Context: an optimization exercise on an open-source flow, tuned for small area, a short achievable clock period and few clock cycles. The choices shown serve that exercise and are no tape-out recipe.

==> flow/design.v (excerpt) <==
module base58_encoder_unit #(
    parameter int MAX_BYTES   = b58enc_pkg::MAX_BYTES_DEF,
    parameter int DIGIT_SLOTS = b58enc_pkg::DIGIT_SLOTS_DEF,
    parameter int STEP_BITS   = 4
) (
    input  logic                          i_clk,
    input  logic                          i_rst_n,
    input  logic                          i_in_valid,
    output logic                          o_in_ready,
    input  logic [b58enc_pkg::BYTE_W-1:0] i_in_data_byte,
    input  logic                          i_in_last_byte,
    output logic                          o_out_valid,
    input  logic                          i_out_ready,
    output logic [b58enc_pkg::CHAR_W-1:0] o_out_char,
    output logic                          o_out_last_char,
    output logic                          o_out_overflow
);
Size: about 24 I/O pins.
clock: 12.0 ns
lec_check: 0
abc_area: 1
cap_margin: 20
core_margin: 2
core_utilization: 40
slew_margin: 20
standard.sh (not shown) runs the stock make flow with config.mk's settings and CLKGATE_MAP_FILE= SYNTH_SCRIPT=/design/flow/synth_recipe.tcl, a recipe that flattens the netlist after the stock synthesis.
==> flow/flow/run.sh <==
#!/bin/bash
# standard layout, except that synthesis maps the logic with the ABC script in
# flow/abc_area.script (more restructuring before an area-oriented mapping);
# everything else, including the synthesis passes before ABC, is ORFS's own
set -euo pipefail
WORK=$(pwd)
rm -rf "$WORK/scripts_abc"
cp -r "$FLOW_HOME/scripts" "$WORK/scripts_abc"
cp "$WORK/flow/abc_area.script" "$WORK/scripts_abc/abc_area.script"
bash standard.sh SCRIPTS_DIR="$WORK/scripts_abc" synth > "$WORK/synth.log" 2>&1
bash standard.sh > "$WORK/layout.log" 2>&1
==> flow/flow/abc_area.script <==
strash
dc2
balance
rewrite
refactor
balance
rewrite
rewrite -z
balance
refactor -z
rewrite -z
balance
dch -f
map -a -B 0.9
topo
stime -c
buffer -c
upsize -c
dnsize -c
Next try:
--- a/flow/flow/abc_area.script
+++ b/flow/flow/abc_area.script
@@ -12,0 +13,3 @@
+&get -n
+&deepsyn -T 150
+&put
The new run passed the timing, DRC and antenna checks.
Maximum frequency decreases by 7.6%.
Count of clock-buffer cells in the layout increases by 4.
Worst setup slack degrades by 0.33 ns.
Cell area decreases by 4.1%.
Die area decreases by 3.9%.
Area after synthesis decreases by 3.9%.
Function was not checked in any run of this note: the RTL went through the layout flow alone.

The RTL this note starts from:
==> flow/design.v <==
package b58enc_pkg;
    localparam int MAX_BYTES_DEF   = 32;
    localparam int DIGIT_SLOTS_DEF = 45;
    localparam int OUT_LIMIT       = 45;
    localparam int RADIX   = 58;
    localparam int BYTE_W  = 8;
    localparam int DIGIT_W = 6;
    localparam int CHAR_W  = 7;
    localparam int CARRY_W = 9;
    localparam int SUM_W   = 14;
    localparam int LEFT_W  = $clog2(OUT_LIMIT + 1);
    localparam int RECIP_SHIFT = 20;
    localparam int RECIP_MUL   = (1 << RECIP_SHIFT) / RADIX;
    localparam int RECIP_W     = 15;
    localparam logic [RADIX*8-1:0] ALPHABET =
        "123456789ABCDEFGHJKLMNPQRSTUVWXYZabcdefghijkmnopqrstuvwxyz";
    localparam logic [CHAR_W-1:0] ONE_CHAR = 7'h31;
    function automatic logic [CHAR_W-1:0] b58_char(input logic [DIGIT_W-1:0] d);
        logic [DIGIT_W-1:0] k;
        logic [7:0]         c;
        k = (d >= DIGIT_W'(RADIX)) ? d - DIGIT_W'(RADIX) : d;
        c = ALPHABET[(RADIX - 1 - k) * 8 +: 8];
        b58_char = c[CHAR_W-1:0];
    endfunction
    function automatic logic dbl_carry(input logic [DIGIT_W-1:0] d);
        dbl_carry = d[5] | (d[4] & d[3] & d[2] & (d[1] | d[0]));
    endfunction
    function automatic logic [DIGIT_W-1:0] dbl_digit(input logic [DIGIT_W-1:0] d, input logic g,
                                                     input logic c);
        logic t;
        t = d[1] | d[0];
        dbl_digit = {d[4] ^ (g & d[3] & d[2] & t),
                     d[3] ^ (g & d[2] & t),
                     d[2] ^ (g & t),
                     d[1] ^ (g & !d[0]),
                     d[0] ^ g,
                     c};
    endfunction
endpackage
module base58_encoder_unit #(
    parameter int MAX_BYTES   = b58enc_pkg::MAX_BYTES_DEF,
    parameter int DIGIT_SLOTS = b58enc_pkg::DIGIT_SLOTS_DEF,
    parameter int STEP_BITS   = 4
) (
    input  logic                          i_clk,
    input  logic                          i_rst_n,
    input  logic                          i_in_valid,
    output logic                          o_in_ready,
    input  logic [b58enc_pkg::BYTE_W-1:0] i_in_data_byte,
    input  logic                          i_in_last_byte,
    output logic                          o_out_valid,
    input  logic                          i_out_ready,
    output logic [b58enc_pkg::CHAR_W-1:0] o_out_char,
    output logic                          o_out_last_char,
    output logic                          o_out_overflow
);
    localparam int ND  = 44;                     
    localparam int DW  = b58enc_pkg::DIGIT_W;
    localparam int CW  = b58enc_pkg::CHAR_W;
    localparam int BYW = b58enc_pkg::BYTE_W;
    localparam int BW  = $clog2(MAX_BYTES + 1);
    localparam int NCH = BYW / STEP_BITS;
    localparam int NW  = $clog2(NCH + 1);
    localparam int FW  = CW + 2;                 
    localparam int BDW = $clog2(ND + 1);
    typedef enum logic [1:0] {
        O_IDLE, O_ONES, O_DIG, O_FLUSH
    } t_ostate;
    logic [DW-1:0]     r_dig [ND];
    logic [DW-1:0]     n_dig [ND];
    logic [DW-1:0]     stp   [STEP_BITS+1][ND];
    logic              gc    [STEP_BITS][ND];
    logic [BDW-1:0]    r_bnd, n_bnd;             
    logic [ND-1:0]     msk;
    logic [ND-1:0]     nz;
    logic [BYW-1:0]    r_nxt, n_nxt;
    logic              r_nxt_v, n_nxt_v;
    logic              r_nxt_last, n_nxt_last;
    logic [BYW-1:0]    r_sh, n_sh;
    logic [NW-1:0]     r_nb, n_nb;
    logic [BW-1:0]     r_zp, n_zp;
    logic [BW-1:0]     r_bytes, n_bytes;
    logic              r_inzp, n_inzp;
    logic              r_ovf, n_ovf;
    logic              r_done, n_done;
    t_ostate           r_os, n_os;
    logic [BW-1:0]     r_ozp, n_ozp;
    logic              r_oovf, n_oovf;
    logic              r_onum, n_onum;
    logic              r_ofound, n_ofound;
    logic              r_v0, n_v0, r_v1, n_v1;
    logic [FW-1:0]     r_f0, n_f0, r_f1, n_f1;
    logic              stall, step, consume, hand, shift, push, pop;
    logic [FW-1:0]     pdata;
    logic [DW-1:0]     top;
    assign o_in_ready      = !r_nxt_v;
    assign o_out_valid     = r_v0;
    assign o_out_char      = r_f0[FW-1 -: CW];
    assign o_out_last_char = r_f0[1];
    assign o_out_overflow  = r_f0[0];
    always_comb begin
        for (int i = 0; i < ND; i++) stp[0][i] = r_dig[i];
        for (int k = 0; k < STEP_BITS; k++) begin
            for (int i = 0; i < ND; i++) gc[k][i] = b58enc_pkg::dbl_carry(stp[k][i]);
            for (int i = 0; i < ND; i++) begin
                stp[k+1][i] = b58enc_pkg::dbl_digit(stp[k][i], gc[k][i],
                    (i == 0) ? r_sh[BYW-1-k] : gc[k][i-1]);
            end
        end
    end
    always_comb begin
        for (int i = 0; i < ND; i++) nz[i] = (r_dig[i] != '0);
        for (int i = 0; i < ND; i++) msk[i] = (BDW'(i) >= r_bnd);
        stall = msk[1];
        for (int i = 0; i + 2 < ND; i++) stall = stall | (nz[i] & !msk[i+1] & msk[i+2]);
        step    = (r_nb != '0) && !stall;
        consume = r_nxt_v && !r_done && ((r_nb == '0) || ((r_nb == NW'(1)) && step));
        hand    = r_done && (r_nb == '0) && (r_os == O_IDLE);
        top     = r_dig[ND-1];
        n_nxt      = r_nxt;
        n_nxt_v    = r_nxt_v;
        n_nxt_last = r_nxt_last;
        n_sh       = r_sh;
        n_nb       = r_nb;
        n_zp       = r_zp;
        n_bytes    = r_bytes;
        n_inzp     = r_inzp;
        n_ovf      = r_ovf;
        n_done     = r_done;
        n_os       = r_os;
        n_ozp      = r_ozp;
        n_oovf     = r_oovf;
        n_onum     = r_onum;
        n_ofound   = r_ofound;
        n_bnd      = r_bnd;
        if (i_in_valid && !r_nxt_v) begin
            n_nxt      = i_in_data_byte;
            n_nxt_last = i_in_last_byte;
            n_nxt_v    = 1'b1;
        end
        if (step) begin
            n_nb = r_nb - NW'(1);
            n_sh = r_sh << STEP_BITS;
        end
        if (consume) begin
            n_nxt_v = 1'b0;
            if (r_bytes >= BW'(MAX_BYTES)) begin
                n_ovf = 1'b1;
            end else begin
                n_bytes = r_bytes + BW'(1);
                if (r_inzp && (r_nxt == '0)) begin
                    n_zp = r_zp + BW'(1);
                end else begin
                    n_inzp = 1'b0;
                    n_sh   = r_nxt;
                    n_nb   = NW'(NCH);
                end
            end
            if (r_nxt_last) n_done = 1'b1;
        end
        if (hand) begin
            n_zp     = '0;
            n_bytes  = '0;
            n_inzp   = 1'b1;
            n_ovf    = 1'b0;
            n_done   = 1'b0;
        end
        shift = 1'b0;
        push  = 1'b0;
        pdata = {b58enc_pkg::ONE_CHAR, 1'b0, r_oovf};
        unique case (r_os)
            O_IDLE: begin
                if (hand) begin
                    n_ozp    = r_zp;
                    n_oovf   = r_ovf;
                    n_onum   = !r_inzp;
                    n_ofound = 1'b0;
                    if (!r_inzp) n_bnd = '0;
                    if (r_zp != '0) n_os = O_ONES;
                    else            n_os = O_DIG;
                end
            end
            O_ONES: begin
                if (r_onum && !r_ofound && (top == '0)) shift = 1'b1;
                if (!r_v1) begin
                    push     = 1'b1;
                    pdata[1] = !r_onum && (r_ozp == BW'(1));
                    n_ozp    = r_ozp - BW'(1);
                    if (r_ozp == BW'(1)) begin
                        if (r_onum) n_os = O_DIG;
                        else        n_os = O_IDLE;
                    end
                end
            end
            O_DIG: begin
                if (!r_ofound && (top == '0)) begin
                    shift = 1'b1;
                end else if (!r_v1) begin
                    shift    = 1'b1;
                    push     = 1'b1;
                    pdata    = {b58enc_pkg::b58_char(top), !msk[ND-2], r_oovf};
                    n_ofound = 1'b1;
                    if (!msk[ND-2]) n_os = O_IDLE;
                end
            end
            O_FLUSH: begin
                shift = 1'b1;
                if (!msk[ND-2]) n_os = O_IDLE;
            end
            default: begin
                n_os = O_IDLE;
            end
        endcase
        if (shift) n_bnd = r_bnd + BDW'(1);
        for (int i = 0; i < ND; i++) begin
            n_dig[i] = r_dig[i];
            if (msk[i]) begin
                if (shift) n_dig[i] = (i == 0) ? DW'(0) : r_dig[i-1];
            end else begin
                if (step) n_dig[i] = stp[STEP_BITS][i];
            end
        end
        pop  = r_v0 && i_out_ready;
        n_v0 = r_v0;
        n_v1 = r_v1;
        n_f0 = r_f0;
        n_f1 = r_f1;
        if (pop) begin
            n_f0 = r_f1;
            n_v0 = r_v1;
            n_v1 = 1'b0;
        end
        if (push) begin
            if (!n_v0) begin
                n_f0 = pdata;
                n_v0 = 1'b1;
            end else begin
                n_f1 = pdata;
                n_v1 = 1'b1;
            end
        end
    end
    always_ff @(posedge i_clk) begin
        for (int i = 0; i < ND; i++) r_dig[i] <= n_dig[i];
        if (!i_rst_n) begin
            r_bnd    <= '0;
            r_nxt_v  <= 1'b0;
            r_nb     <= '0;
            r_zp     <= '0;
            r_bytes  <= '0;
            r_inzp   <= 1'b1;
            r_ovf    <= 1'b0;
            r_done   <= 1'b0;
            r_os     <= O_FLUSH;
            r_v0     <= 1'b0;
            r_v1     <= 1'b0;
        end else begin
            r_bnd    <= n_bnd;
            r_nxt_v  <= n_nxt_v;
            r_nb     <= n_nb;
            r_zp     <= n_zp;
            r_bytes  <= n_bytes;
            r_inzp   <= n_inzp;
            r_ovf    <= n_ovf;
            r_done   <= n_done;
            r_os     <= n_os;
            r_v0     <= n_v0;
            r_v1     <= n_v1;
        end
        r_nxt      <= n_nxt;
        r_nxt_last <= n_nxt_last;
        r_sh       <= n_sh;
        r_ozp      <= n_ozp;
        r_oovf     <= n_oovf;
        r_onum     <= n_onum;
        r_ofound   <= n_ofound;
        r_f0       <= n_f0;
        r_f1       <= n_f1;
    end
endmodule
export LEC_CHECK = 0
export ABC_AREA = 1
export CAP_MARGIN = 20
export CORE_MARGIN = 2
export CORE_UTILIZATION = 40
export SLEW_MARGIN = 20
create_clock -name core_clock -period 12.0 [get_ports {i_clk}]
run.sh (not shown) runs the stock make flow with config.mk's settings and CLKGATE_MAP_FILE= SYNTH_SCRIPT=/design/flow/synth_recipe.tcl, a recipe that flattens the netlist after the stock synthesis.
Stock flow here: none of the scripts above is used.
The baseline finished with timing, DRC and antenna clean.
Edit:
==> flow/flow/run.sh (new file) <==
#!/bin/bash
# standard layout, except that synthesis maps the logic with the ABC script in
# flow/abc_area.script (more restructuring before an area-oriented mapping);
# everything else, including the synthesis passes before ABC, is ORFS's own
set -euo pipefail
WORK=$(pwd)
rm -rf "$WORK/scripts_abc"
cp -r "$FLOW_HOME/scripts" "$WORK/scripts_abc"
cp "$WORK/flow/abc_area.script" "$WORK/scripts_abc/abc_area.script"
bash standard.sh SCRIPTS_DIR="$WORK/scripts_abc" synth > "$WORK/synth.log" 2>&1
bash standard.sh > "$WORK/layout.log" 2>&1
==> flow/flow/abc_area.script (new file) <==
strash
dc2
balance
rewrite
refactor
balance
rewrite
rewrite -z
balance
refactor -z
rewrite -z
balance
dch -f
map -a -B 0.9
topo
stime -c
buffer -c
upsize -c
dnsize -c
==> flow/standard.sh (new file) <==
#!/bin/bash
# synth_recipe.tcl (not shown) runs the flow's synth.tcl, then flattens the netlist and writes it again
# the make line also repeats each setting of config.mk as NAME=value (left out here)
make -C /OpenROAD-flow-scripts/flow DESIGN_CONFIG=/design/flow/config.mk WORK_HOME=/design/flow/orfs CLKGATE_MAP_FILE= SYNTH_SCRIPT=/design/flow/synth_recipe.tcl "${@:-finish}"
removed: flow/run.sh
The new run ran to the end with no violations.
Register-to-register slack degrades by 400 ps.
Die area falls by 9.1%.
Clock-buffer cell count rises by 5.
Critical path depth rises by 2.
Setup slack degrades by 400 ps.
Final area falls by 8.6%.
No run of this note included a check of the RTL's function; only the layout flow was run.

-- what the ideal ports hide --
No port has a modelled driver above. Below, the same layouts with a new extraction and two added sets of constraints. Step 1 assumes that a clkbuf_16 drives the clock port and a buf_2 every other input. Step 2 also shifts input and output timing later by t, the mid clock arrival at the registers, as if the neighbouring blocks saw the same clock. Three values: ideal, step 1, step 2; two values: the first two.
run | t (ns) | slack for setup (ns) | worst setup path at the end | slew at the worst register clock pin (ns) | pins driven straight from the clock port
the first run of note 1 | 0.678 | 7.989 / 7.920 / 7.731 | input to register | 0.06 / 0.06 | 1
the second run of note 1 | 0.642 | 7.660 / 7.660 / 7.660 | register to register | 0.06 / 0.06 | 1
the first run of note 2 | 0.622 | 6.579 / 6.579 / 6.579 | register to register | 0.07 / 0.07 | 1
the second run of note 2 | 0.637 | 6.176 / 6.176 / 6.176 | register to register | 0.06 / 0.06 | 1
After both steps setup and hold are still met in every run listed. The setup slack of the first run of note 1, which loses most, moves by -0.069 ns with the drivers and by -0.258 ns with both steps.
